Background: an optimization exercise with open tools, aiming at small area, a short achievable clock period and few clock cycles. Do not read the settings as production practice. Where RTL was checked, it was by simulation tests only, not by an equivalence proof against the original. Function not checked in runs 1 and 2: the RTL went through the layout flow alone. Power and IR drop assume default switching activity.

File: config.mk
export PLATFORM = sky130hd
export DESIGN_NAME = square_multiply_modexp_trace
export DESIGN_NICKNAME = square_multiply_modexp_trace
export VERILOG_FILES = /design/flow/design.v
export SDC_FILE = /design/flow/constraint.sdc
export NUM_CORES = 4
export LEC_CHECK = 0
export CAP_MARGIN = 20
export CORE_MARGIN = 2
export CORE_UTILIZATION = 40
export SETUP_SLACK_MARGIN = 5
export SLEW_MARGIN = 20
File: constraint.sdc
create_clock -name core_clock -period 11.0 [get_ports {i_clk}]
set_input_delay 2.2000 -clock core_clock [delete_from_list [all_inputs] [get_ports {i_clk}]]
set_output_delay 2.2000 -clock core_clock [all_outputs]
set_load 0.01 [all_outputs]
File: design.v
package smme_pkg;
    localparam int unsigned FIELD_W = 32;
    localparam int unsigned ROW_W   = 5;
    typedef struct packed {
        logic [FIELD_W-1:0] base;
        logic [FIELD_W-1:0] expo;
        logic [FIELD_W-1:0] modulus;
        logic [5:0]         top;
        logic               empty;
    } t_job;
endpackage
module smme_step #(
    parameter int ARCH = 2
) (
    input  logic [31:0] i_r,
    input  logic        i_b,
    input  logic [31:0] i_y,
    input  logic [31:0] i_m,
    input  logic        i_mz,
    output logic [31:0] o_r
);
    logic [33:0] w_s;
    logic [34:0] w_d1, w_d2;
    logic        w_c0, w_c1, w_c2;
    smme_add #(34, ARCH) u_s (
        .i_a({1'b0, i_r, i_b}), .i_b({2'b00, i_y}), .i_c(1'b0),
        .o_s(w_s), .o_co(w_c0));
    smme_add #(35, ARCH) u_d1 (
        .i_a({1'b0, w_s}), .i_b(~{2'b00, i_mz, i_m}), .i_c(1'b1),
        .o_s(w_d1), .o_co(w_c1));
    smme_add #(35, ARCH) u_d2 (
        .i_a({1'b0, w_s}), .i_b(~{1'b0, i_mz, i_m, 1'b0}), .i_c(1'b1),
        .o_s(w_d2), .o_co(w_c2));
    assign o_r = !w_d2[34] ? w_d2[31:0] : (!w_d1[34] ? w_d1[31:0] : w_s[31:0]);
endmodule
module smme_add #(
    parameter int W = 32,
    parameter int ARCH = 1
) (
    input  logic [W-1:0] i_a,
    input  logic [W-1:0] i_b,
    input  logic         i_c,
    output logic [W-1:0] o_s,
    output logic         o_co
);
    logic [W-1:0] p, g, G, P;
    always_comb begin
        p = i_a ^ i_b;
        g = i_a & i_b;
        g[0] = g[0] | (p[0] & i_c);
        G = g;
        P = p;
        if (ARCH == 0) begin
            for (int i = 1; i < W; i++) begin
                G[i] = G[i] | (P[i] & G[i-1]);
                P[i] = P[i] & P[i-1];
            end
        end else if (ARCH == 1) begin
            for (int l = 0; (1 << l) < W; l++)
                for (int i = (2 << l) - 1; i < W; i += (2 << l)) begin
                    G[i] = G[i] | (P[i] & G[i - (1 << l)]);
                    P[i] = P[i] & P[i - (1 << l)];
                end
            for (int l = 6; l >= 0; l--)
                for (int i = 3 * (1 << l) - 1; i < W; i += (2 << l)) begin
                    G[i] = G[i] | (P[i] & G[i - (1 << l)]);
                    P[i] = P[i] & P[i - (1 << l)];
                end
        end else if (ARCH == 2) begin
            for (int l = 0; (1 << l) < W; l++)
                for (int i = 0; i < W; i++)
                    if ((i >> l) & 1) begin
                        G[i] = G[i] | (P[i] & G[((i >> l) << l) - 1]);
                        P[i] = P[i] & P[((i >> l) << l) - 1];
                    end
        end else begin
            for (int l = 0; (1 << l) < W; l++)
                for (int i = W - 1; i >= (1 << l); i--) begin
                    G[i] = G[i] | (P[i] & G[i - (1 << l)]);
                    P[i] = P[i] & P[i - (1 << l)];
                end
        end
        o_s[0] = p[0] ^ i_c;
        for (int i = 1; i < W; i++) o_s[i] = p[i] ^ G[i-1];
        o_co = G[W-1];
    end
endmodule
module square_multiply_modexp_trace #(
    parameter int unsigned EXP_WIDTH = 32,
    parameter int unsigned MOD_WIDTH = 32
) (
    input  logic         i_clk,
    input  logic         i_rst_n,
    input  logic         s_axis_tvalid,
    output logic         s_axis_tready,
    input  logic [95:0]  s_axis_tdata,
    output logic         m_axis_tvalid,
    input  logic         m_axis_tready,
    output logic [71:0]  m_axis_tdata,
    output logic         m_axis_tuser,
    output logic         m_axis_tlast
);
    logic q_idle, q_red, q_sqr, q_mul;
    logic [31:0] r_m;      
    logic        r_mz;     
    logic [32:0] r_e;      
    logic        r_ez;     
    logic [31:0] r_b;      
    logic [31:0] r_acc;    
    logic [31:0] r_sq;     
    logic [4:0]  r_cnt;    
    logic        r_first;  
    logic        r_bz0;    
    logic [4:0]  r_row;
    logic        r_valid, r_bit, r_last, r_user;
    logic        r_sr, r_ar, r_ya, r_ys, r_bi;
    logic        r_srcb;   
    logic [31:0] w_r, w_y, w_res;
    assign w_r = ({32{r_sr}} & r_sq) | ({32{r_ar}} & r_acc);
    assign w_y = ({32{r_ya}} & r_acc) | ({32{r_ys}} & r_sq);
    smme_step u_step (
        .i_r(w_r), .i_b(r_bi), .i_y(w_y), .i_m(r_m), .i_mz(r_mz),
        .o_r(w_res)
    );
    logic [31:0] w_src;
    logic [4:0]  w_lead, w_next;
    logic        w_last, w_xn, w_mskip, w_jump;
    assign w_mskip = q_sqr && r_srcb;
    assign w_src = r_srcb ? r_b : r_acc;           
    always_comb begin
        w_lead = 5'd0;
        for (int k = 1; k < 32; k++)
            if (w_src[k]) w_lead = 5'(k);
    end
    assign w_last = r_first ? (w_src[31:1] == 31'd0 || (q_red && r_bz0))
                            : (r_cnt == 5'd0);
    assign w_jump = w_mskip && w_lead != 5'd0;
    assign w_next = (r_first || w_mskip ? w_lead : r_cnt) - 5'd1;
    assign w_xn   = w_src[w_next];
    logic w_op, w_hold, w_run, w_end, w_empty, w_tomul, w_emit, w_done, w_gosq, w_skip;
    logic w_ebit, w_elast;
    assign w_ebit  = r_e[32];                      
    assign w_elast = (r_e[31:0] == 32'h8000_0000);   
    assign w_op    = q_red | q_sqr | q_mul;
    assign w_hold  = r_valid && !m_axis_tready;    
    assign w_run   = w_op && !w_hold && !(q_red && w_last && !w_ebit && !r_ez);
    assign w_end   = w_run && w_last;
    assign w_empty = q_red && r_ez;                
    assign w_tomul = q_sqr && w_ebit;
    assign w_emit  = w_end && !w_tomul;            
    assign w_done  = w_emit && (w_empty || w_elast);   
    assign w_gosq  = w_emit && !w_done;
    assign w_skip  = q_red && !w_ebit && !r_ez;
    always_ff @(posedge i_clk) begin
        if (q_idle) begin
            r_m   <= s_axis_tdata[95:64];
            r_mz  <= (s_axis_tdata[95:64] == 32'd0);
            r_e   <= {s_axis_tdata[63:32], 1'b1};
            r_ez  <= (s_axis_tdata[63:32] == 32'd0);
            r_b   <= s_axis_tdata[31:0];
            r_bz0 <= (s_axis_tdata[31:0] == 32'd0) || (s_axis_tdata[63:32] == 32'd0);
            r_first <= 1'b1;
            r_srcb <= 1'b1;
            r_sr <= 1'b0;
            r_ar <= 1'b0;
            r_ya <= 1'b0;
            r_ys <= 1'b0;
            r_bi <= (s_axis_tdata[31:0] != 32'd0) && (s_axis_tdata[63:32] != 32'd0);
        end else begin
            if (w_skip || w_gosq) r_e <= {r_e[31:0], 1'b0};
            if (q_sqr && r_first && r_row == 5'd0) r_b <= r_acc;
            if (w_run) begin
                r_first <= w_end && !w_jump;
                r_cnt   <= w_next;
                if (w_end)
                    r_srcb <= w_tomul;
                else
                    r_srcb <= !q_sqr || (w_next == 5'd0 && w_ebit);
                if (w_jump) begin
                    r_sr <= 1'b0;
                    r_ar <= 1'b1;
                    r_ya <= 1'b0;
                    r_ys <= w_xn;
                    r_bi <= 1'b0;
                end else if (w_end) begin
                    r_sr <= 1'b0;
                    r_ar <= 1'b0;
                    r_ya <= w_gosq;
                    r_ys <= w_tomul;
                    r_bi <= 1'b0;
                end else begin
                    r_sr <= q_sqr;
                    r_ar <= !q_sqr;
                    r_ya <= w_xn && q_sqr;
                    r_ys <= w_xn && q_mul;
                    r_bi <= w_xn && q_red;
                end
            end
        end
        if (w_run) begin
            if (q_sqr) begin
                r_sq <= w_res;
                if (w_end) r_acc <= w_res;
            end else begin
                r_acc <= w_res;
            end
        end
        if (w_emit) begin
            r_bit  <= !w_empty && (q_red || q_mul);
            r_row  <= q_red ? 5'd0 : r_row + 5'd1;
            r_last <= w_done;
            r_user <= w_empty;
        end
        if (!i_rst_n) begin
            q_idle  <= 1'b1;
            q_red   <= 1'b0;
            q_sqr   <= 1'b0;
            q_mul   <= 1'b0;
            r_valid <= 1'b0;
        end else begin
            r_valid <= w_emit || w_hold;
            if (q_idle && s_axis_tvalid) begin
                q_idle <= 1'b0;
                q_red  <= 1'b1;
            end
            if (w_end) begin
                q_red  <= 1'b0;
                q_sqr  <= w_gosq;
                q_mul  <= w_tomul;
                q_idle <= w_done;
            end
        end
    end
    assign s_axis_tready = q_idle;
    assign m_axis_tvalid = r_valid;
    assign m_axis_tdata  = {2'b00, r_row, r_acc,
                            (r_row == 5'd0) ? {31'd0, !r_user} : r_sq, r_bit};
    assign m_axis_tuser  = r_user;
    assign m_axis_tlast  = r_last;
endmodule
File: flow/run.sh
#!/bin/bash
# Layout flow: the standard layout (standard.sh, ORFS from synthesis to
# finish, unchanged synthesis), except that every input and output port gets
# a sky130_fd_sc_hd__buf_1 as its port buffer instead of the default cell that
# buffer_ports picks. The full output goes to standard.log in the work folder;
# ORFS keeps each step's own log under orfs/logs.
set -euo pipefail
bash standard.sh "BUFFER_PORTS_ARGS=-buffer_cell sky130_fd_sc_hd__buf_1" finish > standard.log 2>&1
File: standard.sh
#!/bin/bash
# synth_recipe.tcl (not shown) runs the flow's synth.tcl, then flattens the netlist and writes it again
# the make line also repeats each setting of config.mk as NAME=value (left out here)
make -C /OpenROAD-flow-scripts/flow DESIGN_CONFIG=/design/flow/config.mk WORK_HOME=/design/flow/orfs CLKGATE_MAP_FILE= SYNTH_SCRIPT=/design/flow/synth_recipe.tcl "${@:-finish}"
==> results of run 1 <==
[synth_stat cells (all sizes together), types with 6 or more instances]
master  count
nor3       28
xor2       30
o31a        6
mux2       30
fa         15
and2        7
nor3b      20
mux4       14
nand3      21
buf        26
ha        100
nor4       38
xnor2      35
nand2     137
o31ai       6
edfxtp    177
dfxtp      12
mux2i      31
nor2       82
o22ai      11
a21boi      6
nor2b      50
a21o       32
a31oi       8
o21a       18
a22o       64
nand4      12
a211oi      9
inv        86
o21ai     104
clkbuf     37
a21oi      70
nand2b     18
[registers in the layout, indices dropped and copies added, names as in the netlist, 5 cells and up]
name / flops
r_cnt: 5
r_m: 32
r_acc: 32
r_row: 5
r_sq: 32
r_b: 32
r_e: 33
[per-stage QoR]
step / utilization (%) / std cells
finish: 46.6 / 2037
global route: 46.6 / 2037
CTS: 45.7 / 2028
detailed placement: 43.7 / 1994
global placement: 43.7 / 1994
floorplan: - / 1416
[per-layer routing]
metal	global-route usage [%]	up-vias	part of all wire, %
met5	0	-	0
met4	6.52	0	1.9
met3	3.29	43	5.3
met2	34.8	355	46
met1	31.8	5788	47
li1	-	5595	-
[cell type report]
class / count / area, µm² / area share [%]
clock inverters: 14 / 195 / 1.21
well taps: 455 / 569 / 3.52
repair buffers: 197 / 900 / 5.56
flip-flops and latches: 189 / 5560 / 34.4
multi-input cells: 1078 / 8190 / 50.7
clock buffers: 18 / 429 / 2.65
inverters: 86 / 323 / 2.00
[timing repair]
action,4_1_cts,5_1_grt
pin swaps,2,9
buffers inserted,2,6
endpoints found under the setup margin,64,64
gates cloned,0,3
hold endpoints to repair,0,0
resized for setup,13,45
[logic make-up after synthesis]
kind of cell / after synthesis / share of synthesized area (%)
compound gates: 381 / 18.3
xor+xnor: 65 / 4.13
fa+ha+maj: 115 / 11.0
buf+inv: 149 / 4.58
flops: 189 / 39.3
mux: 75 / 6.81
other cells: 1 / 0.0265
simple gates: 440 / 15.9
[worst max-delay path: cells and delay by family (launching register included)]
kind / cells / cell delay, ps
multiplexers: 1 / 130
AO/OA/AOI/OAI: 13 / 2830
buffers and inverters: 4 / 700
flip-flops: 1 / 490
XOR/XNOR: 1 / 310
adder cells (fa/ha/maj): 2 / 660
AND/OR/NAND/NOR: 3 / 370
[where the power goes]
part	internal, mW	switching, mW	total (mW)	leakage [nW]
clock network	0.368	0.311	0.679	0.302
logic	0.181	0.247	0.428	4.25
registers	0.856	0.0627	0.919	1.84
total	1.40	0.621	2.03	6.39
[worst max-delay path by stage]
| stage | start | endpoint | depth (start not counted) |
|---|---|---|---|
| floorplan | r_ys$_SDFFE_PP0P_ | r_acc[31]$_DFFE_PP_ | 26 |
| global placement | r_ys$_SDFFE_PP0P_ | r_acc[31]$_DFFE_PP_ | 25 |
| detailed placement | r_ys$_SDFFE_PP0P_ | r_acc[31]$_DFFE_PP_ | 25 |
| CTS | r_ys$_SDFFE_PP0P_ | r_acc[30]$_DFFE_PP_ | 25 |
| global route | r_ys$_SDFFE_PP0P_ | r_acc[30]$_DFFE_PP_ | 25 |
| finish | r_ya$_SDFFE_PP0P_ | r_acc[12]$_DFFE_PP_ | 24 |
==> flow_metrics.py, run 1 <==
metrics = {
    "critical_path": {
        "required_ps": 11220,
        "r2r_slack_ps": 5230,
        "path_class": "flip-flop to flip-flop",
        "r2r_start": "r_ya$_SDFFE_PP0P_",
        "crit_fanout": 22,
        "timing.rr.end": "r_acc[12]$_DFFE_PP_",
        "end_kind": "flip-flop",
        "worstPathArrival_ps": 5990,
        "crit_path_start_kind": "flip-flop",
        "crit_top_cell": "o21ai_0",
        "cp_slowest_cell": "dfxtp_2",
        "r2r_cells": 24,
        "crit_chain": "buf_6 -> a22o_1 -> ha_1 -> a21oi_1 -> nor2b_1 -> o21ai_0 -> nand2_1 -> o21ai_0 -> o21ai_0 -> a211o_1 -> xor2_2 -> ha_1 -> a21o_1 -> a21oi_1 -> inv_1 -> a21o_1 -> a21oi_1 -> nor3b_1 -> o31a_1 -> o211ai_1 -> buf_4 -> clkbuf_16 -> mux2i_1 -> o21ai_0",
        "critPathMaxStageDelay_ps": 490,
    },
    "hold_path": {
        "hold_path.class": "flip-flop to flip-flop",
        "worstHoldStart": "r_e[0]$_SDFFE_PP1N_",
        "whs_path_depth": 2,
        "worstHoldEndpoint": "r_e[0]$_SDFFE_PP1N_",
    },
    "yosys": {
        "synth_area_leader_cell": "edfxtp_1",
        "netlist.area_leader.share_pct": 37.6,
        "synthesis.area_mm2": 0.0141,
        "avgSynthCellArea_um2": 10.0,
        "ys_types": 87,
        "ys_seq_area_share_pct": 39.3,
        "synthFlopType": "edfxtp_1",
        "ys_top_cells_by_area": "edfxtp_1 38%, ha_1 8.8%, a22o_1 4.0%, nand2_1 3.6%, o21ai_0 2.5%",
        "yosys_warnings": 3,
        "synthCells": 1415,
        "synth_edf_count": 177,
        "async_reset_ff_share_pct": 0,
        "synth-seq-cells": 189,
    },
    "timing": {
        "final.setup.tns_ps": 0,
        "fmax_mhz": 173,
        "fin_hold_ws_ps": 510,
        "slew-limit-headroom_pct": 37.0,
        "tightest_slew_ps": 945,
        "rsz0062_at_grt": "no",
        "fin_worst_skew_ps": 16.3,
        "fin_ws_ps": 5230,
        "finalCriticalPeriod_ps": 5770,
        "slew_violations": 0,
        "finalSetupViolCount": 0,
        "hold_violations": 0,
        "min_period_over_period_pct": 52.5,
    },
    "cts": {
        "cts_hold_buffers": 0,
        "cts_buffer_depth": 2,
        "cts_htree_levels": 4,
        "cts_sinks": 189,
        "cts_buffers": 17,
        "clkLatencyLatePin_ps": 460,
        "cts_tree": "done",
        "path_clk_slew_ps": 80,
        "cts_root_buffer": "clkbuf_16",
    },
    "place": {
        "placed_area_mm2": 0.0152,
        "preCtsSetupSlack_ps": 4570,
        "globalplace.congestion": 0.910,
        "portBuffers": 173,
        "hpwl_um": 30800,
    },
    "global_routing": {
        "overflow": 0,
        "gr-usage-all-layers_pct": 22.2,
        "grt_pass1_wl_um": 63000,
        "grt_max_degree": 77,
        "antenna_found_initial": 0,
        "grt_pass1_vias": 11300,
    },
    "die": {
        "core_mm2": 0.0347,
        "die_w_um": 192,
        "die-area_mm2": 0.0369,
        "row_count": 68,
        "start_util_pct": 40.7,
        "ioPinCount": 176,
        "die_y_um": 192,
    },
    "layout": {
        "final_area_mm2": 0.0162,
        "nets": 1784,
        "layout_commonest_cell": "edfxtp_1",
        "syn_to_final_growth_pct": 14.3,
        "final_cell_mix": "177 x edfxtp_1, 173 x buf_1, 136 x nand2_1, 98 x ha_1, 85 x inv_1",
        "drive_above_1_share_pct": 10.5,
        "n_fill_cell": 3339,
        "antenna_cells": 0,
    },
    "drt": {
        "drt_iter0_markers": 1105,
        "dr_total_vias": 11800,
        "routed_wl_um": 41600,
        "ant_nets": 0,
        "firstDrtPassIters": 5,
        "routedWlPerCell_um": 20.4,
        "drc_errors": 0,
        "viasPerCell": 5.78,
    },
    "pwr": {
        "totalPowerFinal_mw": 2.03,
        "power.leakage_nw": 6.39,
        "p_per_area_mw_per_mm2": 125,
        "max-vdd-ir-drop_uv": 113,
    },
    "outcome": {
        "outcome": "no timing/DRC/antenna violations",
    },
    "job": {
        "cap_violations": 0,
    },
}
==> inputs of run 2 (changes only) <==
--- a/config.mk
+++ b/config.mk
@@ -9,4 +9,6 @@
 export CORE_MARGIN = 2
 export CORE_UTILIZATION = 40
+export CTS_BUF_LIST = sky130_fd_sc_hd__clkbuf_8
+export CTS_CLUSTER_SIZE = 8
 export SETUP_SLACK_MARGIN = 5
 export SLEW_MARGIN = 20
==> run 2 against run 1 <==
  * Clock power decreased by 22%
  * Core utilization fell by 0.31 points
  * Sequential cell count is the same
  * Worst setup slack got worse by 40 ps
  * Non-clock buffer count rose by 8
  * Critical path depth did not move
  * Global-route usage decreased by 0.078 points
  * Largest power group unchanged
  * Power fell by 7.5%
  * Hold slack improved by 7.4 ps
  * Cell count is 0.39% higher
  * Combinational power hardly changed
  * Clock skew rose by 9.7 ps
  * Largest cell class unchanged
==> flow_metrics.py, run 2 <==
metrics = {
    "timing": {
        "fin_worst_skew_ps": 26.0,
        "fmax_mhz": 172,
        "tightest_slew_ps": 962,
        "finalCriticalPeriod_ps": 5810,
        "slew-limit-headroom_pct": 35.9,
        "finalSetupViolCount": 0,
        "hold_violations": 0,
        "rsz0062_at_grt": "no",
        "slew_violations": 0,
        "fin_ws_ps": 5190,
        "min_period_over_period_pct": 52.8,
        "final.setup.tns_ps": 0,
    },
    "drt": {
        "drc_errors": 0,
        "ant_nets": 0,
        "drt_iter0_markers": 1093,
        "routedWlPerCell_um": 20.4,
        "viasPerCell": 5.77,
        "routed_wl_um": 41700,
        "dr_total_vias": 11800,
        "firstDrtPassIters": 6,
    },
    "pwr": {
        "p_sw_uw": 603,
        "clkPwrFrac_pct": 28.1,
        "power.leakage_nw": 6.34,
        "totalPowerFinal_mw": 1.87,
        "seqPwrFrac_pct": 49.0,
        "internal_power_mw": 1.27,
        "sw_frac_of_total_pct": 32.2,
        "combPwrFrac_pct": 22.9,
        "max-vdd-ir-drop_uv": 80.7,
        "p_per_area_mw_per_mm2": 117,
    },
    "critical_path": {
        "path_class": "flip-flop to flip-flop",
        "required_ps": 11330,
        "crit_fanout": 26,
        "end_kind": "flip-flop",
        "crit_path_start_kind": "flip-flop",
        "worstPathArrival_ps": 6140,
    },
    "layout": {
        "final_cell_mix": "177 x edfxtp_1, 173 x buf_1, 136 x nand2_1, 97 x ha_1, 86 x inv_1",
        "largest-register": "r_e",
        "fin_cells": 2045,
        "syn_to_final_growth_pct": 13.6,
        "final_area_mm2": 0.0161,
        "nets": 1792,
        "antenna_cells": 0,
        "layout_commonest_cell": "edfxtp_1",
        "drive_above_1_share_pct": 10.9,
        "largest_register_ffs": 33,
    },
    "global_routing": {
        "grt_pass1_vias": 11200,
        "antenna_found_initial": 0,
        "grt_pass1_wl_um": 62700,
        "gr-usage-all-layers_pct": 22.1,
        "grt_max_degree": 77,
        "overflow": 0,
    },
    "yosys": {
        "ys_types": 87,
        "synth_edf_count": 177,
        "async_reset_ff_share_pct": 0,
        "synth_common_cells": "177 x edfxtp_1, 136 x nand2_1, 100 x ha_1",
        "synthCells": 1415,
        "ys_top_cells_by_area": "edfxtp_1 38%, ha_1 8.8%, a22o_1 4.0%, nand2_1 3.6%, o21ai_0 2.5%",
        "netlist.area_leader.share_pct": 37.6,
        "synthFlopType": "edfxtp_1",
        "avgSynthCellArea_um2": 10.0,
        "ys_seq_area_share_pct": 39.3,
        "yosys_warnings": 3,
        "synthesis.area_mm2": 0.0141,
        "synth_most_common_cell": "edfxtp_1",
        "synth_area_leader_cell": "edfxtp_1",
        "synth-seq-cells": 189,
    },
    "cts": {
        "cts_hold_buffers": 0,
        "path_clk_slew_ps": 120,
        "cts_buffer_depth": 2,
        "cts_sinks": 189,
        "clkLatencyLatePin_ps": 520,
        "cts_htree_levels": 4,
        "cts_root_buffer": "clkbuf_8",
        "cts_tree": "done",
        "cts_buffers": 17,
    },
    "die": {
        "die_w_um": 192,
        "ioPinCount": 176,
        "die_y_um": 192,
        "die-area_mm2": 0.0369,
        "row_count": 68,
        "core_mm2": 0.0347,
        "start_util_pct": 40.7,
    },
    "place": {
        "preCtsSetupSlack_ps": 4570,
        "placed_area_mm2": 0.0152,
        "globalplace.congestion": 0.910,
        "hpwl_um": 30800,
        "portBuffers": 173,
        "dp.cells": 1994,
    },
    "job": {
        "cap_violations": 0,
    },
    "hold_path": {
        "hold_path.class": "flip-flop to flip-flop",
    },
    "outcome": {
        "outcome": "no timing/DRC/antenna violations",
    },
}
[run 2: cell types whose count changed in the layout (fill, tap and decap cells not counted), moves of 2 or more]
| cell | change |
|---|---|
| clkbuf_16 | -17 |
| clkbuf_8 | +17 |
| buf_4 | +8 |
| mux2i_1 | +2 |
| mux2i_2 | -2 |
| o21ai_0 | -2 |
| o21ai_1 | +2 |
[run 2: what timing repair did]
action | 4_1_cts | 5_1_grt
setup endpoints to repair | 64 | 64
cloned | 0 | 3
pin swaps | 3 | 15
gates resized for setup | 15 | 45
setup buffers | 2 | 14
[run 2: final timing paths]
| check | start | slack (ps) | cells past startpoint | end |
|---|---|---|---|---|
| worst max-delay path | r_sr$_SDFFE_PP0P_ | 5190 | 24 | r_sq[30]$_DFFE_PP_ |
| worst min-delay path | r_e[0]$_SDFFE_PP1N_ | 520 | 2 | r_e[0]$_SDFFE_PP1N_ |
| worst max register to register | r_sr$_SDFFE_PP0P_ | 5190 | 24 | r_sq[30]$_DFFE_PP_ |
| worst min register to register | r_e[0]$_SDFFE_PP1N_ | 520 | 2 | r_e[0]$_SDFFE_PP1N_ |
[run 2: cell families (layout without fill, tap and decap cells)]
group / Yosys count / count (layout) / share of synthesized area (%)
DFF: 189 / 189 / 39.3
buffers and inverters: 149 / 323 / 4.58
xor gates and xnor gates: 65 / 65 / 4.13
AOI/OAI and AO/OA: 381 / 381 / 18.3
muxes: 75 / 75 / 6.81
and+or+nand+nor: 440 / 440 / 15.9
adders and majority gates: 115 / 115 / 11.0
other: 1 / 2 / 0.0265
[run 2: power groups by stage]
stage | clock network [mW] | logic, mW | registers [mW]
4_1_cts | 0.539 | 0.411 | 0.917
3_5_place_dp | 0 | 0.405 | 0.933
6_report | 0.527 | 0.429 | 0.918
2_1_floorplan | 0 | 0.294 | 0.909
3_3_place_gp | 0 | 0.401 | 0.932
5_1_grt | 0.562 | 0.471 | 0.925
[run 2: routing by layer]
| layer | track usage (%) | routed length, µm |
|---|---|---|
| met2 | 34.6 | 19200 |
| met4 | 6.14 | 800 |
| met1 | 31.7 | 19400 |
| met3 | 3.62 | 2300 |
| met5 | 0 | 0 |
[run 2: worst max-delay path: stages (launching register included)]
cell	delay [ps]
dfxtp_2	400
buf_6	200
a22o_1	230
ha_1	400
a21oi_1	210
nor2b_1	60
o21ai_0	170
nand2_1	90
o21ai_0	300
o21ai_0	230
a211o_1	430
xor2_4	200
ha_1	350
a21o_1	200
a21oi_1	190
inv_1	90
a21o_1	180
a21oi_1	220
nor3b_1	220
o31a_1	170
o211ai_1	150
buf_4	200
buf_12	160
or2_2	320
o221ai_1	220
[run 2: per-stage QoR]
stage                     utilization, %  hold slack [ps]
final                               46.3              517
after global placement              43.7              489
after detailed placement            43.7              504
after global routing                46.3              562
after floorplan                        -              455
after CTS                           45.2              522
[run 2: layout make-up]
class,count,area (µm²)
timing repair buffer,205,965
tap,455,569
fill,3357,18700
clock inverter,15,199
clock buffer,17,234
sequential,189,5560
inverter,86,323
multi-input combinational,1078,8210
==> inputs of run 3 (changes only) <==
--- a/design.v
+++ b/design.v
@@ -17,5 +17,4 @@
     input  logic [31:0] i_y,
     input  logic [31:0] i_m,
-    input  logic        i_mz,
     output logic [31:0] o_r
 );
@@ -27,8 +26,8 @@
         .o_s(w_s), .o_co(w_c0));
     smme_add #(35, ARCH) u_d1 (
-        .i_a({1'b0, w_s}), .i_b(~{2'b00, i_mz, i_m}), .i_c(1'b1),
+        .i_a({1'b0, w_s}), .i_b(~{3'b000, i_m}), .i_c(1'b1),
         .o_s(w_d1), .o_co(w_c1));
     smme_add #(35, ARCH) u_d2 (
-        .i_a({1'b0, w_s}), .i_b(~{1'b0, i_mz, i_m, 1'b0}), .i_c(1'b1),
+        .i_a({1'b0, w_s}), .i_b(~{2'b00, i_m, 1'b0}), .i_c(1'b1),
         .o_s(w_d2), .o_co(w_c2));
     assign o_r = !w_d2[34] ? w_d2[31:0] : (!w_d1[34] ? w_d1[31:0] : w_s[31:0]);
@@ -103,5 +102,4 @@
     logic q_idle, q_red, q_sqr, q_mul;
     logic [31:0] r_m;      
-    logic        r_mz;     
     logic [32:0] r_e;      
     logic        r_ez;     
@@ -120,5 +118,5 @@
     assign w_y = ({32{r_ya}} & r_acc) | ({32{r_ys}} & r_sq);
     smme_step u_step (
-        .i_r(w_r), .i_b(r_bi), .i_y(w_y), .i_m(r_m), .i_mz(r_mz),
+        .i_r(w_r), .i_b(r_bi), .i_y(w_y), .i_m(r_m),
         .o_r(w_res)
     );
@@ -155,5 +153,4 @@
         if (q_idle) begin
             r_m   <= s_axis_tdata[95:64];
-            r_mz  <= (s_axis_tdata[95:64] == 32'd0);
             r_e   <= {s_axis_tdata[63:32], 1'b1};
             r_ez  <= (s_axis_tdata[63:32] == 32'd0);
--- a/config.mk
+++ b/config.mk
@@ -9,6 +9,4 @@
 export CORE_MARGIN = 2
 export CORE_UTILIZATION = 40
-export CTS_BUF_LIST = sky130_fd_sc_hd__clkbuf_8
-export CTS_CLUSTER_SIZE = 8
 export SETUP_SLACK_MARGIN = 5
 export SLEW_MARGIN = 20
==> run 3 against run 2 <==
  * Clock-buffer cell count is the same
  * Synthesized cell count down 1.7%
  * First-iteration DRC count rose by 7.0%
  * Die area shrank 0.92%
  * Fmax decreased by 0.42%
  * Largest cell class unchanged
==> flow_metrics.py, run 3 <==
metrics = {
    "hold_path": {
        "hold_path.class": "flip-flop to flip-flop",
        "whs_path_depth": 2,
        "worstHoldStart": "r_e[0]$_SDFFE_PP1N_",
    },
    "pwr": {
        "p_per_area_mw_per_mm2": 135,
        "totalPowerFinal_mw": 2.18,
        "combPwrFrac_pct": 26.9,
        "seqPwrFrac_pct": 44.3,
        "clkPwrFrac_pct": 28.8,
        "internal_power_mw": 1.44,
        "power.leakage_nw": 6.34,
        "p_sw_uw": 734,
        "sw_frac_of_total_pct": 33.7,
        "max-vdd-ir-drop_uv": 116,
    },
    "drt": {
        "drc_errors": 0,
        "routedWlPerCell_um": 20.1,
        "routed_wl_um": 40500,
        "dr_total_vias": 11600,
        "viasPerCell": 5.73,
        "ant_nets": 0,
        "firstDrtPassIters": 5,
        "drt_iter0_markers": 1169,
    },
    "cts": {
        "cts_tree": "done",
        "cts_hold_buffers": 0,
        "cts_buffers": 17,
        "cts_htree_levels": 4,
        "cts_sinks": 188,
        "cts_root_buffer": "clkbuf_16",
        "clkLatencyLatePin_ps": 460,
        "cts_buffer_depth": 2,
        "path_clk_slew_ps": 80,
    },
    "timing": {
        "finalCriticalPeriod_ps": 5830,
        "fin_hold_ws_ps": 510,
        "rsz0062_at_grt": "no",
        "slew-limit-headroom_pct": 41.6,
        "fmax_mhz": 171,
        "fin_worst_skew_ps": 12.4,
        "fin_ws_ps": 5170,
        "min_period_over_period_pct": 53.0,
        "final.setup.tns_ps": 0,
        "hold_violations": 0,
        "slew_violations": 0,
        "tightest_slew_ps": 859,
        "finalSetupViolCount": 0,
    },
    "job": {
        "cap_violations": 0,
    },
    "global_routing": {
        "grt_pass1_vias": 10900,
        "gr-usage-all-layers_pct": 21.9,
        "grt_pass1_wl_um": 61400,
        "overflow": 0,
        "grt_max_degree": 89,
        "antenna_found_initial": 0,
    },
    "yosys": {
        "ys_seq_area_share_pct": 39.4,
        "synth_edf_count": 176,
        "synth-seq-cells": 188,
        "avgSynthCellArea_um2": 10.1,
        "async_reset_ff_share_pct": 0,
        "synthFlopType": "edfxtp_1",
        "synthesis.area_mm2": 0.0140,
        "ys_types": 92,
        "netlist.area_leader.share_pct": 37.7,
        "yosys_warnings": 3,
        "ys_top_cells_by_area": "edfxtp_1 38%, ha_1 8.8%, a22o_1 4.1%, a21oi_1 3.4%, nand2_1 3.0%",
        "synth_common_cells": "176 x edfxtp_1, 112 x nand2_1, 99 x ha_1",
        "synth_area_leader_cell": "edfxtp_1",
        "synthCells": 1391,
        "synth_most_common_cell": "edfxtp_1",
    },
    "critical_path": {
        "r2r_start": "r_sq[0]$_DFFE_PP_",
        "cp-startpoint": "r_sq[0]$_DFFE_PP_",
        "required_ps": 11210,
        "crit_fanout": 4,
        "r2r_cells": 22,
        "end_kind": "flip-flop",
        "worstPathArrival_ps": 6040,
        "path_class": "flip-flop to flip-flop",
        "crit_path_start_kind": "flip-flop",
    },
    "layout": {
        "layout_commonest_cell": "edfxtp_1",
        "drive_above_1_share_pct": 11.4,
        "antenna_cells": 0,
        "final_cell_mix": "176 x edfxtp_1, 173 x buf_1, 112 x nand2_1, 98 x ha_1, 93 x nor2_1",
        "largest_register_ffs": 33,
        "syn_to_final_growth_pct": 14.8,
        "largest-register": "r_e",
        "nets": 1763,
    },
    "outcome": {
        "outcome": "no timing/DRC/antenna violations",
    },
    "place": {
        "hpwl_um": 29800,
        "preCtsSetupSlack_ps": 3710,
        "portBuffers": 173,
        "globalplace.congestion": 0.876,
    },
    "die": {
        "die_w_um": 191,
        "core_mm2": 0.0345,
        "die_y_um": 191,
        "die-area_mm2": 0.0365,
        "start_util_pct": 40.6,
        "ioPinCount": 176,
        "row_count": 68,
    },
}
==> run 3: cell count changes in the layout (fill, tap and decap cells not counted), moves of 11 or more <==
| cell | change |
|---|---|
| o21ai_1 | -14 |
| nor2_1 | +15 |
| clkbuf_8 | -17 |
| mux2i_1 | -21 |
| a211oi_1 | +12 |
| clkbuf_16 | +16 |
| a21oi_1 | +24 |
| nand2_1 | -24 |
| nor4_1 | -11 |
==> run 3: power groups by stage <==
stage	Clock, mW	Sequential (mW)	Combinational (mW)
4_1_cts	0.639	0.963	0.566
2_1_floorplan	0	0.945	0.404
3_3_place_gp	0	0.978	0.535
6_report	0.626	0.965	0.585
3_5_place_dp	0	0.979	0.541
5_1_grt	0.669	0.973	0.645
==> run 3: layout make-up <==
class                           instances  area (µm²)
Timing Repair Buffer                  202         916
Inverter                               79         297
Fill cell                            3312       18500
Sequential cell                       188        5530
Multi-Input combinational cell       1061        8200
Tap cell                              455         569
Clock inverter                         15         150
Clock buffer                           17         425
==> run 3: critical path, stage by stage (launching register included) <==
cell,delay (ps)
edfxtp_1,420
a22o_1,260
ha_1,190
fa_2,350
a21oi_2,190
nor2_2,100
or3_4,390
a21o_1,190
a21oi_2,160
fa_1,460
inv_2,110
ha_1,240
a21o_1,190
a21o_1,210
a311oi_4,360
a211oi_4,140
o2111ai_2,310
a21oi_4,110
nor4_4,240
buf_4,160
o311a_4,180
mux2_2,330
mux2_2,270
==> run 3: worst paths after layout <==
path,endpoint,slack (ps)
worst max register to register,r_sq[27]$_DFFE_PP_,5170
worst min register to register,r_e[0]$_SDFFE_PP1N_,510
worst min-delay path,r_e[0]$_SDFFE_PP1N_,510
worst max-delay path,r_sq[27]$_DFFE_PP_,5170
==> run 3: timing repair <==
| item | in CTS | in global routing |
|---|---|---|
| resized for setup | 26 | 26 |
| hold endpoints to repair | 0 | 0 |
| buffers inserted | 6 | 9 |
| endpoints found under the setup margin | 64 | 64 |
| pin swaps | 4 | 12 |
| gates cloned | 2 | 2 |
==> run 3: through the flow <==
stage	utilization [%]	std cells	instance area [µm²]
floorplan	-	1392	14000
global placement	43.6	1966	15100
detailed placement	43.6	1966	15100
CTS	45.9	2006	15800
global route	46.6	2017	16100
finish	46.6	2017	16100
==> run 3: kinds of logic (layout without fill, tap and decap cells) <==
| kind of cell | after synthesis | after routing | synth area share, % |
|---|---|---|---|
| AOI/OAI and AO/OA | 395 | 398 | 19.8 |
| other | 1 | 2 | 0.0268 |
| buffers and inverters | 146 | 313 | 4.43 |
| adders and majority gates | 114 | 114 | 11.0 |
| and+or+nand+nor | 419 | 419 | 15.3 |
| xor gates and xnor gates | 72 | 72 | 4.61 |
| muxes | 56 | 56 | 5.47 |
| DFF | 188 | 188 | 39.4 |
==> run 3: routing by layer <==
metal  GRT usage [%]  up-vias  part of all wire, %
met2            33.1      413                   45
met4            7.31        0                  2.3
met5               0        -                    0
met1            32.2     5541                   47
li1                -     5566                    -
met3            3.08       47                  5.6
Testbench counts of run 3, summed over its fixed seeds: cycles 105,102.
==> inputs of run 4 (changes only) <==
--- a/config.mk
+++ b/config.mk
@@ -6,4 +6,5 @@
 export NUM_CORES = 4
 export LEC_CHECK = 0
+export ABC_AREA = 1
 export CAP_MARGIN = 20
 export CORE_MARGIN = 2
==> run 4 against run 3 <==
  * Sequential power is 2.8% higher
  * Design area is 2.7% higher
  * Clock power is 3% lower
  * Wire length is 1.8% lower
  * Worst setup slack better by 5.0 ps
==> flow_metrics.py, run 4 <==
metrics = {
    "outcome": {
        "outcome": "no timing/DRC/antenna violations",
    },
    "critical_path": {
        "crit_cells": 43,
        "worstPathArrival_ps": 6030,
        "cp_slowest_cell": "dfxtp_2",
        "crit_fanout": 8,
        "required_ps": 11200,
        "end_kind": "flip-flop",
        "crit_path_start_kind": "flip-flop",
        "critPathMaxStageDelay_ps": 350,
        "worst-path-buf-inv": 9,
        "crit_top_cell": "nand2_2",
        "r2r_cells": 43,
        "path_class": "flip-flop to flip-flop",
        "worst_path_dominant_cell_family": "simple AND/OR/NAND/NOR gates",
    },
    "layout": {
        "final_cell_mix": "286 x nand2_1, 242 x inv_1, 176 x edfxtp_1, 173 x buf_1, 104 x nand3_1",
        "layout_commonest_cell": "nand2_1",
        "syn_to_final_growth_pct": 21.5,
        "fin_cells": 2314,
        "drive_above_1_share_pct": 15.1,
        "largest-register": "r_e",
        "nets": 2067,
        "antenna_cells": 0,
        "largest_register_ffs": 33,
    },
    "global_routing": {
        "gr-usage-all-layers_pct": 22.1,
        "grt_max_degree": 87,
        "antenna_found_initial": 0,
        "grt_pass1_wl_um": 61000,
        "overflow": 0,
        "grt_pass1_vias": 11300,
    },
    "job": {
        "cap_violations": 0,
    },
    "cts": {
        "cts_root_buffer": "clkbuf_16",
        "cts_sinks": 188,
        "cts_hold_buffers": 0,
        "cts_tree": "done",
        "path_clk_slew_ps": 80,
        "cts_buffer_depth": 2,
        "cts_htree_levels": 4,
        "cts_buffers": 17,
        "clkLatencyLatePin_ps": 460,
    },
    "yosys": {
        "synth_common_cells": "303 x nand2_1, 259 x inv_1, 176 x edfxtp_1",
        "synth_area_leader_cell": "edfxtp_1",
        "ys_seq_area_share_pct": 40.6,
        "synth_edf_count": 176,
        "synthFlopType": "edfxtp_1",
        "async_reset_ff_share_pct": 0,
        "synth-seq-cells": 188,
        "avgSynthCellArea_um2": 8.31,
        "synthCells": 1637,
        "synthesis.area_mm2": 0.0136,
        "yosys_warnings": 3,
        "ys_types": 56,
        "ys_top_cells_by_area": "edfxtp_1 39%, ha_1 9.1%, nand2_1 8.4%, inv_1 7.1%, nand3_1 3.9%",
        "netlist.area_leader.share_pct": 38.9,
        "synth_most_common_cell": "nand2_1",
    },
    "place": {
        "hpwl_um": 28700,
        "dp.cells": 2212,
        "globalplace.congestion": 0.914,
        "portBuffers": 173,
    },
    "die": {
        "start_util_pct": 40.6,
        "core_mm2": 0.0335,
        "die_w_um": 188,
        "row_count": 67,
        "die_y_um": 188,
        "ioPinCount": 176,
        "die-area_mm2": 0.0355,
    },
    "timing": {
        "final.setup.tns_ps": 0,
        "min_period_over_period_pct": 53.0,
        "hold_violations": 0,
        "fin_hold_ws_ps": 482,
        "finalCriticalPeriod_ps": 5830,
        "rsz0062_at_grt": "yes",
        "fmax_mhz": 172,
        "fin_worst_skew_ps": 14.8,
        "finalSetupViolCount": 0,
        "tightest_slew_ps": 833,
        "slew_violations": 0,
        "slew-limit-headroom_pct": 44.5,
    },
    "drt": {
        "dr_total_vias": 11900,
        "drc_errors": 0,
        "topRoutingLayerUsed": "met4",
        "routed-wl-met3_um": 1560,
        "met1Wirelength_um": 18100,
        "dr_wl_met2_um": 18900,
        "drt_iter0_markers": 933,
        "viasPerCell": 5.13,
        "routedWlPerCell_um": 17.2,
        "routed_wl_um": 39700,
        "ant_nets": 0,
        "firstDrtPassIters": 5,
    },
    "pwr": {
        "power.leakage_nw": 7.47,
        "p_per_area_mw_per_mm2": 153,
        "max-vdd-ir-drop_uv": 121,
    },
    "hold_path": {
        "whs_path_depth": 2,
        "hold_path.class": "flip-flop to flip-flop",
    },
}
## run 4: cell count changes after synthesis, moves of 51 or more
cell,delta
a22o_1,-65
inv_1,+182
nand2_1,+191
nand3_1,+94
nor2b_1,-51
o22ai_1,+63
## run 4: worst register-to-register path, delay by kind of cell, from the launching register on
kind,cells,cell delay [ps]
and+or+nand+nor,19,1840
AOI/OAI and AO/OA,12,1610
buffers and inverters,9,1060
adders and majority gates,2,570
DFF,1,350
xor gates and xnor gates,1,160
## run 4: layout make-up
cell class,count,area (µm²)
timing repair inverter,2,21.3
tap,448,561
multi-input combinational,1115,7360
sequential,188,5530
timing repair buffer,252,1430
clock inverter,15,131
inverter,277,1070
fill,3224,17000
clock buffer,17,425
## run 4: repair_timing
item / 4_1_cts / 5_1_grt
setup buffers: 40 / 22
setup endpoints to repair: 64 / 64
gates resized for setup: 86 / 78
cloned: 7 / 0
pin swaps: 40 / 60
## run 4: stage by stage
stage	instance area, µm²	worst slack, ps	utilization, %	power, mW
6_report	16500	5170	49.3	2.53
5_1_grt	16500	4830	49.3	2.69
4_1_cts	16000	4990	47.7	2.49
3_5_place_dp	14600	3380	43.6	1.80
3_3_place_gp	14600	3600	43.6	1.79
2_1_floorplan	13600	5080	-	1.57
## run 4: final timing paths
path                     start            endpoint  slack, ps
min reg2reg  r_ya$_SDFFE_PP0P_   r_ya$_SDFFE_PP0P_        480
max reg2reg  r_ys$_SDFFE_PP0P_  r_acc[5]$_DFFE_PP_       5170
min          r_ya$_SDFFE_PP0P_   r_ya$_SDFFE_PP0P_        480
max          r_ys$_SDFFE_PP0P_  r_acc[5]$_DFFE_PP_       5170
## run 4: logic make-up (layout without fill, tap and decap cells)
group,after synthesis,in the layout,synth area share [%]
flip-flops,188,188,40.6
adder cells (fa/ha/maj),114,114,11.3
other,1,2,0.0276
XOR/XNOR,68,68,4.43
AO/OA/AOI/OAI,311,311,13.3
buffers and inverters,336,563,10.0
AND/OR/NAND/NOR,619,620,20.2
## run 4: power by group
group	internal [mW]	switching, mW
Combinational	0.344	0.591
Clock	0.299	0.309
Sequential	0.922	0.0697
## run 4: per-layer routing
metal / GRT usage (%) / vias to the layer above
met5: 0 / -
met2: 36.5 / 302
li1: - / 5931
met1: 29.6 / 5585
met3: 3.22 / 54
met4: 8.23 / 0
==> inputs of run 5 (changes only) <==
--- a/config.mk
+++ b/config.mk
@@ -10,4 +10,6 @@
 export CORE_MARGIN = 2
 export CORE_UTILIZATION = 40
+export CTS_BUF_LIST = sky130_fd_sc_hd__clkbuf_8
+export CTS_CLUSTER_SIZE = 8
 export SETUP_SLACK_MARGIN = 5
 export SLEW_MARGIN = 20
==> run 5 against run 4 <==
  * Synthesized area is the same
  * Clock skew increased by 0.57 ps
  * Worst setup slack worse by 33 ps
  * Sequential share of layout area is essentially flat
  * Via count increased by 0.72%
  * Power is 4.7% lower
  * Register-to-register slack got worse by 30 ps
  * Still clean on timing, DRC and antenna
  * Combinational power up 3.8%
  * Largest cell class unchanged
==> flow_metrics.py, run 5 <==
metrics = {
    "global_routing": {
        "grt_pass1_wl_um": 61000,
        "grt_pass1_vias": 11300,
        "overflow": 0,
        "gr-usage-all-layers_pct": 22.1,
        "grt_max_degree": 87,
        "antenna_found_initial": 0,
    },
    "critical_path": {
        "worstPathArrival_ps": 6090,
        "r2r_cells": 41,
        "end_kind": "flip-flop",
        "crit_path_start_kind": "flip-flop",
        "cp_slowest_cell": "edfxtp_1",
        "crit_top_cell": "nand2_2",
        "required_ps": 11230,
        "crit_fanout": 5,
        "critPathMaxStageDelay_ps": 470,
        "path_class": "flip-flop to flip-flop",
    },
    "timing": {
        "final.setup.tns_ps": 0,
        "rsz0062_at_grt": "yes",
        "slew_violations": 0,
        "slew-limit-headroom_pct": 45.6,
        "fin_worst_skew_ps": 15.4,
        "tightest_slew_ps": 815,
        "hold_violations": 0,
        "fmax_mhz": 171,
        "finalSetupViolCount": 0,
        "finalCriticalPeriod_ps": 5860,
        "min_period_over_period_pct": 53.3,
    },
    "yosys": {
        "synthesis.area_mm2": 0.0136,
        "synth_edf_count": 176,
        "synthCells": 1637,
        "ys_types": 56,
        "netlist.area_leader.share_pct": 38.9,
        "async_reset_ff_share_pct": 0,
        "synth_most_common_cell": "nand2_1",
        "ys_top_cells_by_area": "edfxtp_1 39%, ha_1 9.1%, nand2_1 8.4%, inv_1 7.1%, nand3_1 3.9%",
        "synth_area_leader_cell": "edfxtp_1",
        "synthFlopType": "edfxtp_1",
        "avgSynthCellArea_um2": 8.31,
        "synth-seq-cells": 188,
        "ys_seq_area_share_pct": 40.6,
        "yosys_warnings": 3,
        "synth_common_cells": "303 x nand2_1, 259 x inv_1, 176 x edfxtp_1",
    },
    "layout": {
        "antenna_cells": 0,
        "drive_above_1_share_pct": 15.9,
        "n_fill_cell": 3243,
        "nets": 2075,
        "final_cell_mix": "285 x nand2_1, 241 x inv_1, 176 x edfxtp_1, 173 x buf_1, 104 x nand3_1",
        "layout_commonest_cell": "nand2_1",
        "final_area_mm2": 0.0165,
        "largest-register": "r_e",
        "largest_register_ffs": 33,
        "syn_to_final_growth_pct": 21.5,
        "fin_cells": 2322,
    },
    "die": {
        "ioPinCount": 176,
        "die_w_um": 188,
        "die-area_mm2": 0.0355,
        "start_util_pct": 40.6,
        "die_y_um": 188,
        "core_mm2": 0.0335,
        "row_count": 67,
    },
    "cts": {
        "cts_htree_levels": 4,
        "cts_tree": "done",
        "cts_buffers": 17,
        "clkLatencyLatePin_ps": 500,
        "cts_buffer_depth": 2,
        "cts_hold_buffers": 0,
        "path_clk_slew_ps": 110,
        "cts_root_buffer": "clkbuf_8",
        "cts_sinks": 188,
    },
    "pwr": {
        "power.leakage_nw": 7.46,
        "p_per_area_mw_per_mm2": 146,
        "totalPowerFinal_mw": 2.42,
        "max-vdd-ir-drop_uv": 80.3,
    },
    "place": {
        "hpwl_um": 28700,
        "placed_area_mm2": 0.0146,
        "portBuffers": 173,
        "globalplace.congestion": 0.914,
        "dp.cells": 2212,
    },
    "outcome": {
        "outcome": "no timing/DRC/antenna violations",
    },
    "drt": {
        "routed_wl_um": 40300,
        "routedWlPerCell_um": 17.3,
        "viasPerCell": 5.15,
        "firstDrtPassIters": 5,
        "drc_errors": 0,
        "drt_iter0_markers": 1031,
        "ant_nets": 0,
        "dr_total_vias": 12000,
    },
    "hold_path": {
        "hold_path.class": "flip-flop to flip-flop",
        "whs_path_depth": 2,
    },
    "job": {
        "cap_violations": 0,
    },
}
[run 5: cell counts after synthesis]
No cell type changed its count.
[run 5: cell families after synthesis]
family          after synthesis  share of synthesized area [%]
simple gates                619                           20.2
buf+inv                     336                           10.0
compound gates              311                           13.3
flops                       188                           40.6
fa+ha+maj                   114                           11.3
xor+xnor                     68                           4.43
other cells                   1                         0.0276
[run 5: power breakdown]
part	leakage [nW]	internal, mW	total [mW]	switching [mW]
sequential	1.84	0.921	0.991	0.0695
clock	0.185	0.165	0.453	0.288
combinational	5.44	0.362	0.972	0.610
[run 5: worst max-delay path, delay by kind of cell, from the launching register on]
family,cells,cell delay [ps]
xor+xnor,1,250
simple gates,18,1690
compound gates,11,1430
fa+ha+maj,3,900
buf+inv,8,850
flops,1,470
[run 5: final timing paths]
path	start	to	slack (ps)
max	r_sq[0]$_DFFE_PP_	r_acc[9]$_DFFE_PP_	5140
min	r_ya$_SDFFE_PP0P_	r_ya$_SDFFE_PP0P_	490
max reg2reg	r_sq[0]$_DFFE_PP_	r_acc[9]$_DFFE_PP_	5140
min reg2reg	r_ya$_SDFFE_PP0P_	r_ya$_SDFFE_PP0P_	490
[run 5: stage by stage]
step                util (%)  hold slack [ps]  setup slack (ps)
global placement        43.6              443              3600
CTS                     47.2              471              4990
global route            49.3              495              4870
floorplan                  -              426              5080
finish                  49.3              489              5140
detailed placement      43.6              447              3380
[run 5: final cells by class]
class                           count  area (µm²)  area share [%]
Sequential cell                   188        5530            33.5
Tap cell                          448         561            3.39
Clock inverter                     15         131           0.795
Timing Repair inverter              4        36.3           0.220
Inverter                          277        1080            6.56
Timing Repair Buffer              258        1530            9.27
Clock buffer                       17         234            1.42
Multi-Input combinational cell   1115        7420            44.9
[run 5: per-layer routing]
| layer | global-route usage (%) | up-vias | routed length [µm] |
|---|---|---|---|
| li1 | - | 5953 | - |
| met1 | 29.7 | 5616 | 18000 |
| met2 | 36.5 | 335 | 19400 |
| met3 | 2.70 | 54 | 1720 |
| met4 | 8.68 | 0 | 1210 |
| met5 | 0 | - | 0 |
[run 5: timing repair]
action / CTS / global route
gates cloned: 7 / 3
resized for setup: 85 / 95
endpoints found under the setup margin: 64 / 64
pin swaps: 40 / 68
hold endpoints to repair: 0 / 0
buffers inserted: 42 / 25
==> inputs of run 6 (changes only) <==
--- a/config.mk
+++ b/config.mk
@@ -6,5 +6,4 @@
 export NUM_CORES = 4
 export LEC_CHECK = 0
-export ABC_AREA = 1
 export CAP_MARGIN = 20
 export CORE_MARGIN = 2
==> run 6 against run 5 <==
  * Critical endpoint is now r_acc[27]$_DFFE_PP_
  * Highest routed layer unchanged
  * Critical path depth fell by 19
  * Die area rose by 2.9%
  * First-iteration DRC count rose by 15%
  * Combinational power fell by 38%
  * Wire length rose by 1.0%
  * Core utilization fell by 3.1 points
  * Via count fell by 2.8%
  * Clock-buffer cell count did not move
  * Synthesized cell count fell by 15%
  * Sequential share of layout area rose by 1.2 points
==> flow_metrics.py, run 6 <==
metrics = {
    "critical_path": {
        "crit_chain": "a22o_1 -> ha_1 -> fa_2 -> a21oi_2 -> nor2_2 -> or3_4 -> a21o_1 -> a21oi_2 -> fa_1 -> inv_2 -> ha_1 -> a21o_1 -> a21o_1 -> a311oi_4 -> a211oi_4 -> o2111ai_2 -> a21oi_4 -> nor4_4 -> buf_4 -> o311a_4 -> mux2_2 -> mux2_2",
        "path_class": "flip-flop to flip-flop",
        "critPathMaxStageDelay_ps": 460,
        "cp_slowest_cell": "fa_1",
        "worst_path_dominant_cell_family": "compound AO/OA/AOI/OAI gates",
        "worstPathArrival_ps": 6080,
        "crit_top_cell": "a21o_1",
        "worst-path-buf-inv": 2,
        "crit_fanout": 4,
        "crit_path_start_kind": "flip-flop",
        "end_kind": "flip-flop",
        "required_ps": 11250,
    },
    "yosys": {
        "yosys_warnings": 3,
        "ys_top_cells_by_area": "edfxtp_1 38%, ha_1 8.8%, a22o_1 4.1%, a21oi_1 3.4%, nand2_1 3.0%",
        "synth-seq-cells": 188,
        "netlist.area_leader.share_pct": 37.7,
        "ys_types": 92,
        "ys_seq_area_share_pct": 39.4,
        "synth_edf_count": 176,
        "avgSynthCellArea_um2": 10.1,
        "synthCells": 1391,
        "synth_area_leader_cell": "edfxtp_1",
        "synthFlopType": "edfxtp_1",
        "synth_common_cells": "176 x edfxtp_1, 112 x nand2_1, 99 x ha_1",
        "async_reset_ff_share_pct": 0,
        "synthesis.area_mm2": 0.0140,
        "synth_most_common_cell": "edfxtp_1",
    },
    "timing": {
        "slew-limit-headroom_pct": 40.8,
        "fin_worst_skew_ps": 18.3,
        "finalCriticalPeriod_ps": 5830,
        "fin_ws_ps": 5170,
        "finalSetupViolCount": 0,
        "rsz0062_at_grt": "no",
        "slew_violations": 0,
        "fin_hold_ws_ps": 513,
        "min_period_over_period_pct": 53.0,
        "fmax_mhz": 171,
        "final.setup.tns_ps": 0,
        "tightest_slew_ps": 870,
        "hold_violations": 0,
    },
    "cts": {
        "cts_htree_levels": 4,
        "cts_buffer_depth": 2,
        "cts_buffers": 17,
        "cts_tree": "done",
        "path_clk_slew_ps": 110,
        "cts_root_buffer": "clkbuf_8",
        "cts_hold_buffers": 0,
        "cts_sinks": 188,
        "clkLatencyLatePin_ps": 500,
    },
    "die": {
        "die_y_um": 191,
        "row_count": 68,
        "ioPinCount": 176,
        "die_w_um": 191,
        "core_mm2": 0.0345,
        "start_util_pct": 40.6,
        "die-area_mm2": 0.0365,
    },
    "outcome": {
        "outcome": "no timing/DRC/antenna violations",
    },
    "drt": {
        "firstDrtPassIters": 6,
        "viasPerCell": 5.74,
        "drc_errors": 0,
        "ant_nets": 0,
        "dr_total_vias": 11600,
        "met1Wirelength_um": 18900,
        "routed-wl-met3_um": 2510,
        "dr_wl_met2_um": 18400,
        "drt_iter0_markers": 1182,
        "routed_wl_um": 40700,
        "topRoutingLayerUsed": "met4",
        "routedWlPerCell_um": 20.1,
    },
    "pwr": {
        "p_sw_uw": 716,
        "internal_power_mw": 1.31,
        "max-vdd-ir-drop_uv": 75.9,
        "power.leakage_nw": 6.29,
        "p_per_area_mw_per_mm2": 127,
        "seqPwrFrac_pct": 47.3,
        "combPwrFrac_pct": 29.5,
        "clkPwrFrac_pct": 23.2,
        "sw_frac_of_total_pct": 35.3,
    },
    "layout": {
        "seq_area_mm2": 0.00554,
        "largest-register": "r_e",
        "final_cell_mix": "176 x edfxtp_1, 173 x buf_1, 112 x nand2_1, 98 x ha_1, 93 x nor2_1",
        "nets": 1770,
        "layout_commonest_cell": "edfxtp_1",
        "largest_register_ffs": 33,
        "n_fill_cell": 3338,
        "multiInputGateArea_mm2": 0.00822,
        "syn_to_final_growth_pct": 14.0,
        "utilization_pct": 46.2,
        "antenna_cells": 0,
        "drive_above_1_share_pct": 12.2,
    },
    "place": {
        "globalplace.congestion": 0.876,
        "preCtsSetupSlack_ps": 3710,
        "portBuffers": 173,
        "hpwl_um": 29800,
    },
    "global_routing": {
        "grt_pass1_wl_um": 61500,
        "antenna_found_initial": 0,
        "grt_pass1_vias": 10900,
        "gr-usage-all-layers_pct": 21.9,
        "grt_max_degree": 89,
        "overflow": 0,
    },
    "job": {
        "cap_violations": 0,
    },
    "hold_path": {
        "hold_path.class": "flip-flop to flip-flop",
    },
}
[run 6: cell count changes after synthesis, moves of 51 or more]
| cell | change |
|---|---|
| nand2_1 | -191 |
| inv_1 | -182 |
| nand3_1 | -94 |
| a22o_1 | +65 |
| o22ai_1 | -63 |
| nor2b_1 | +51 |
[run 6: power groups by stage]
| stage | Sequential (mW) | Combinational (mW) | Clock (mW) |
|---|---|---|---|
| after floorplan | 0.945 | 0.404 | 0 |
| after global placement | 0.978 | 0.535 | 0 |
| after detailed placement | 0.979 | 0.541 | 0 |
| after CTS | 0.962 | 0.567 | 0.486 |
| after global routing | 0.968 | 0.656 | 0.513 |
| final | 0.960 | 0.598 | 0.471 |
[run 6: area by class of cell]
type / count / share of cell area (%)
Timing Repair Buffer: 209 / 6.03
Tap cell: 455 / 3.56
Inverter: 79 / 1.86
Clock buffer: 17 / 1.47
Multi-Input combinational cell: 1061 / 51.5
Sequential cell: 188 / 34.7
Clock inverter: 15 / 0.940
[run 6: through the flow]
stage / instances / cell area, µm² / total power [mW]
after floorplan: 1392 / 14000 / 1.35
after global placement: 1966 / 15100 / 1.51
after detailed placement: 1966 / 15100 / 1.52
after CTS: 2006 / 15700 / 2.02
after global routing: 2024 / 16000 / 2.14
final: 2024 / 16000 / 2.03
[run 6: logic make-up (layout without fill, tap and decap cells)]
family,after synthesis,after routing,synth area share (%)
and+or+nand+nor,419,419,15.3
AOI/OAI and AO/OA,395,398,19.8
DFF,188,188,39.4
buffers and inverters,146,320,4.43
adders and majority gates,114,114,11.0
xor gates and xnor gates,72,72,4.61
muxes,56,56,5.47
other,1,2,0.0268
[run 6: worst reg2reg max path: stages (launching register included)]
cell       delay, ps
edfxtp_1         440
a22o_1           260
ha_1             190
fa_2             360
a21oi_2          180
nor2_2            90
or3_4            390
a21o_1           200
a21oi_2          160
fa_1             460
inv_2            110
ha_1             240
a21o_1           190
a21o_1           210
a311oi_4         360
a211oi_4         140
o2111ai_2        310
a21oi_4          120
nor4_4           240
buf_4            170
o311a_4          180
mux2_2           330
mux2_2           270
[run 6: final timing paths]
kind | to | slack [ps] | cells past startpoint | startpoint
max | r_acc[27]$_DFFE_PP_ | 5170 | 22 | r_sq[0]$_DFFE_PP_
min | r_e[0]$_SDFFE_PP1N_ | 510 | 2 | r_e[0]$_SDFFE_PP1N_
max reg2reg | r_acc[27]$_DFFE_PP_ | 5170 | 22 | r_sq[0]$_DFFE_PP_
min reg2reg | r_e[0]$_SDFFE_PP1N_ | 510 | 2 | r_e[0]$_SDFFE_PP1N_
[run 6: repair_timing]
action / in CTS / in global routing
pin swaps: 5 / 13
buffers inserted: 6 / 15
endpoints found under the setup margin: 64 / 64
cloned: 2 / 3
gates resized for setup: 27 / 33
[run 6: routing by layer]
layer,vias to the layer above,global-route usage [%]
met1,5565,32.2
met2,445,33.2
met4,0,6.78
met5,-,0
li1,5574,-
met3,42,3.14
==> inputs of run 7 (changes only) <==
--- a/config.mk
+++ b/config.mk
@@ -8,7 +8,8 @@
 export CAP_MARGIN = 20
 export CORE_MARGIN = 2
-export CORE_UTILIZATION = 40
+export CORE_UTILIZATION = 60
 export CTS_BUF_LIST = sky130_fd_sc_hd__clkbuf_8
 export CTS_CLUSTER_SIZE = 8
+export PLACE_DENSITY = 0.8
 export SETUP_SLACK_MARGIN = 5
 export SLEW_MARGIN = 20
==> run 7 against run 6 <==
  * Still clean on timing, DRC and antenna
  * Global-route usage increased by 8.5 points
  * Register-to-register slack got worse by 20 ps
  * Critical path depth unchanged
  * Worst setup slack got worse by 21 ps
  * Via count increased by 2.4%
  * Power increased by 2.6%
  * Synthesized area unchanged
  * Design area decreased by 1.3%
  * Clock-buffer cell count unchanged
  * Critical path type unchanged
  * Largest power group unchanged
  * Highest routed layer unchanged
==> flow_metrics.py, run 7 <==
metrics = {
    "outcome": {
        "outcome": "no timing/DRC/antenna violations",
    },
    "yosys": {
        "synth_common_cells": "176 x edfxtp_1, 112 x nand2_1, 99 x ha_1",
        "synth_compound_area_share_pct": 19.8,
        "ys_top_cells_by_area": "edfxtp_1 38%, ha_1 8.8%, a22o_1 4.1%, a21oi_1 3.4%, nand2_1 3.0%",
        "yosys.area_share.simple_pct": 15.3,
        "synth_area_leader_cell": "edfxtp_1",
        "synthesis.area_mm2": 0.0140,
        "synth_edf_count": 176,
        "synth_fa_ha_area_share_pct": 11.0,
        "synth_xor_area_share_pct": 4.61,
        "synth_top_family_by_area": "compound AO/OA/AOI/OAI gates",
        "async_reset_ff_share_pct": 0,
        "synth-seq-cells": 188,
        "muxShareOfSynthArea_pct": 5.47,
        "yosys_warnings": 3,
        "ys_seq_area_share_pct": 39.4,
        "netlist.area_leader.share_pct": 37.7,
        "synth_most_common_cell": "edfxtp_1",
        "avgSynthCellArea_um2": 10.1,
        "ys_types": 92,
        "synthCells": 1391,
        "synthFlopType": "edfxtp_1",
    },
    "cts": {
        "path_clk_slew_ps": 100,
        "cts_buffers": 17,
        "cts_tree": "done",
        "cts_htree_levels": 4,
        "clkLatencyLatePin_ps": 490,
        "cts_hold_buffers": 0,
        "cts_sinks": 188,
        "cts_buffer_depth": 2,
        "cts_root_buffer": "clkbuf_8",
    },
    "timing": {
        "fmax_mhz": 171,
        "min_period_over_period_pct": 53.2,
        "finalSetupViolCount": 0,
        "finalCriticalPeriod_ps": 5850,
        "slew-limit-headroom_pct": 31.5,
        "fin_worst_skew_ps": 17.4,
        "slew_violations": 0,
        "rsz0062_at_grt": "no",
        "final.setup.tns_ps": 0,
        "hold_violations": 0,
        "fin_hold_ws_ps": 519,
        "tightest_slew_ps": 1030,
    },
    "layout": {
        "utilization_pct": 69.2,
        "nets": 1759,
        "seq_area_mm2": 0.00554,
        "multiInputGateArea_mm2": 0.00817,
        "drive_above_1_share_pct": 11.3,
        "largest-register": "r_e",
        "layout_commonest_cell": "edfxtp_1",
        "final_cell_mix": "176 x edfxtp_1, 173 x buf_1, 112 x nand2_1, 98 x ha_1, 94 x nor2_1",
        "n_fill_cell": 1768,
        "syn_to_final_growth_pct": 12.5,
        "antenna_cells": 0,
        "final_area_mm2": 0.0158,
        "largest_register_ffs": 33,
    },
    "pwr": {
        "power.leakage_nw": 6.26,
        "clkPwrFrac_pct": 25.4,
        "p_sw_uw": 721,
        "max-vdd-ir-drop_uv": 91.5,
        "totalPowerFinal_mw": 2.08,
        "internal_power_mw": 1.36,
        "seqPwrFrac_pct": 46.2,
        "p_per_area_mw_per_mm2": 132,
        "sw_frac_of_total_pct": 34.7,
        "combPwrFrac_pct": 28.4,
    },
    "drt": {
        "dr_wl_met2_um": 17900,
        "ant_nets": 0,
        "routed_wl_um": 38400,
        "routedWlPerCell_um": 20.5,
        "drt_iter0_markers": 1320,
        "routed-wl-met3_um": 3600,
        "dr_total_vias": 11900,
        "met1Wirelength_um": 16200,
        "drc_errors": 0,
        "viasPerCell": 6.37,
        "firstDrtPassIters": 5,
        "topRoutingLayerUsed": "met4",
    },
    "critical_path": {
        "path_class": "flip-flop to flip-flop",
        "cp-startpoint": "r_sq[0]$_DFFE_PP_",
        "required_ps": 11230,
        "crit_fanout": 13,
        "timing.rr.end": "r_acc[13]$_DFFE_PP_",
        "r2r_slack_ps": 5150,
        "worstPathArrival_ps": 6080,
        "r2r_cells": 22,
        "end_kind": "flip-flop",
        "r2r_start": "r_sq[0]$_DFFE_PP_",
        "crit_path_start_kind": "flip-flop",
        "crit_end": "r_acc[13]$_DFFE_PP_",
    },
    "place": {
        "portBuffers": 173,
        "hpwl_um": 27400,
        "globalplace.congestion": 0.948,
        "placed_area_mm2": 0.0149,
    },
    "die": {
        "ioPinCount": 176,
        "die_y_um": 157,
        "start_util_pct": 61.5,
        "die_w_um": 157,
        "row_count": 55,
        "die-area_mm2": 0.0246,
        "core_mm2": 0.0228,
    },
    "global_routing": {
        "grt_pass1_wl_um": 57700,
        "grt_max_degree": 104,
        "grt_pass1_vias": 11100,
        "antenna_found_initial": 0,
        "overflow": 0,
        "gr-usage-all-layers_pct": 30.4,
    },
    "hold_path": {
        "hold_path.class": "flip-flop to flip-flop",
    },
    "job": {
        "cap_violations": 0,
    },
}
==> run 7: cell counts after synthesis <==
Identical to the previous run, type by type.
==> run 7: worst min-delay path by stage <==
stage,start,end,cells after the start
global placement,r_e[0]$_SDFFE_PP1N_,r_e[0]$_SDFFE_PP1N_,2
global route,r_e[0]$_SDFFE_PP1N_,r_e[0]$_SDFFE_PP1N_,2
finish,r_e[0]$_SDFFE_PP1N_,r_e[0]$_SDFFE_PP1N_,2
floorplan,r_e[0]$_SDFFE_PP1N_,r_e[0]$_SDFFE_PP1N_,2
detailed placement,r_e[0]$_SDFFE_PP1N_,r_e[0]$_SDFFE_PP1N_,2
CTS,r_e[0]$_SDFFE_PP1N_,r_e[0]$_SDFFE_PP1N_,2
==> run 7: repair_timing <==
action                                  in CTS  in global routing
endpoints found under the setup margin      64                 64
resized for setup                           26                 22
buffers inserted                             9                  4
gates cloned                                 2                  2
pin swaps                                    6                  8
==> run 7: metal layers <==
layer	up-vias	GRT usage, %
li1	5543	-
met5	-	0
met3	77	5.54
met1	5677	43.1
met2	612	47.1
met4	0	10.0
==> run 7: cell type report <==
cell class / count / area share, %
multi-input cells: 1061 / 51.8
flip-flops and latches: 188 / 35.2
repair buffers: 198 / 5.73
well taps: 313 / 2.49
inverters: 79 / 1.88
clock buffers: 17 / 1.48
clock inverters: 15 / 1.42
==> run 7: cell families after synthesis <==
| kind of cell | after synthesis |
|---|---|
| other | 1 |
| flip-flops | 188 |
| AO/OA/AOI/OAI | 395 |
| XOR/XNOR | 72 |
| AND/OR/NAND/NOR | 419 |
| adder cells (fa/ha/maj) | 114 |
| buffers and inverters | 146 |
| multiplexers | 56 |
==> run 7: power groups by stage <==
stage,logic [mW],registers [mW],clock network [mW]
detailed placement,0.537,0.973,0
global placement,0.523,0.971,0
finish,0.591,0.960,0.529
global route,0.643,0.966,0.557
floorplan,0.404,0.945,0
CTS,0.564,0.956,0.532
==> run 7: per-stage QoR <==
step	worst slack (ps)	cells
CTS	5000	1864
detailed placement	3580	1821
floorplan	5080	1392
finish	5150	1871
global placement	3810	1821
global route	4930	1871
==> run 7: worst max-delay path, cell delays in order, from the launching register on <==
cell and delay (ps):
edfxtp_1 450, a22o_1 260, ha_1 200, fa_2 350, a21oi_2 190, nor2_1 110, o31ai_2 320, a31o_2 250
a21oi_1 120, a21o_1 210, a21o_1 220, a21oi_2 180, xnor2_2 150, ha_1 390, nand4_1 180, a211oi_2 390
o2111ai_2 170, a21oi_2 240, nor4_4 60, buf_4 170, o311a_2 500, a211oi_1 390, a21oi_1 100

==> static timing again, ports no longer ideal <==
The flow's constraints put no driver on any port. The routed layouts listed below were extracted and timed again, unchanged, in two steps.
Step 1 assumes that a clkbuf_16 drives the clock port and a buf_2 every other input.
Step 2, shift: input delay + t, output delay - t, t = (earliest + latest rising clock arrival at the registers) / 2. This alone moves slack from input paths to output paths.
Three values: ideal ports, drivers, drivers and shift; two values: the first two.
| run | t (ns) | setup slack, ns | worst setup path after step 2 | clock arrival spread, ns | pins driven straight from the clock port |
|---|---|---|---|---|---|
| run 1 | 0.504 | 5.230 / 5.230 / 5.230 | register to register | 0.016 / 0.016 | 1 |
| run 2 | 0.555 | 5.190 / 5.190 / 5.190 | register to register | 0.026 / 0.026 | 1 |
| run 3 | 0.516 | 5.166 / 5.166 / 5.166 | register to register | 0.013 / 0.012 | 1 |
| run 4 | 0.502 | 5.171 / 5.171 / 5.171 | register to register | 0.014 / 0.015 | 1 |
| run 5 | 0.540 | 5.137 / 5.137 / 5.137 | register to register | 0.015 / 0.015 | 1 |
| run 6 | 0.539 | 5.168 / 5.168 / 5.168 | register to register | 0.019 / 0.020 | 1 |
| run 7 | 0.530 | 5.147 / 5.147 / 5.147 | register to register | 0.018 / 0.017 | 1 |
After both steps setup and hold are still met in every run listed.
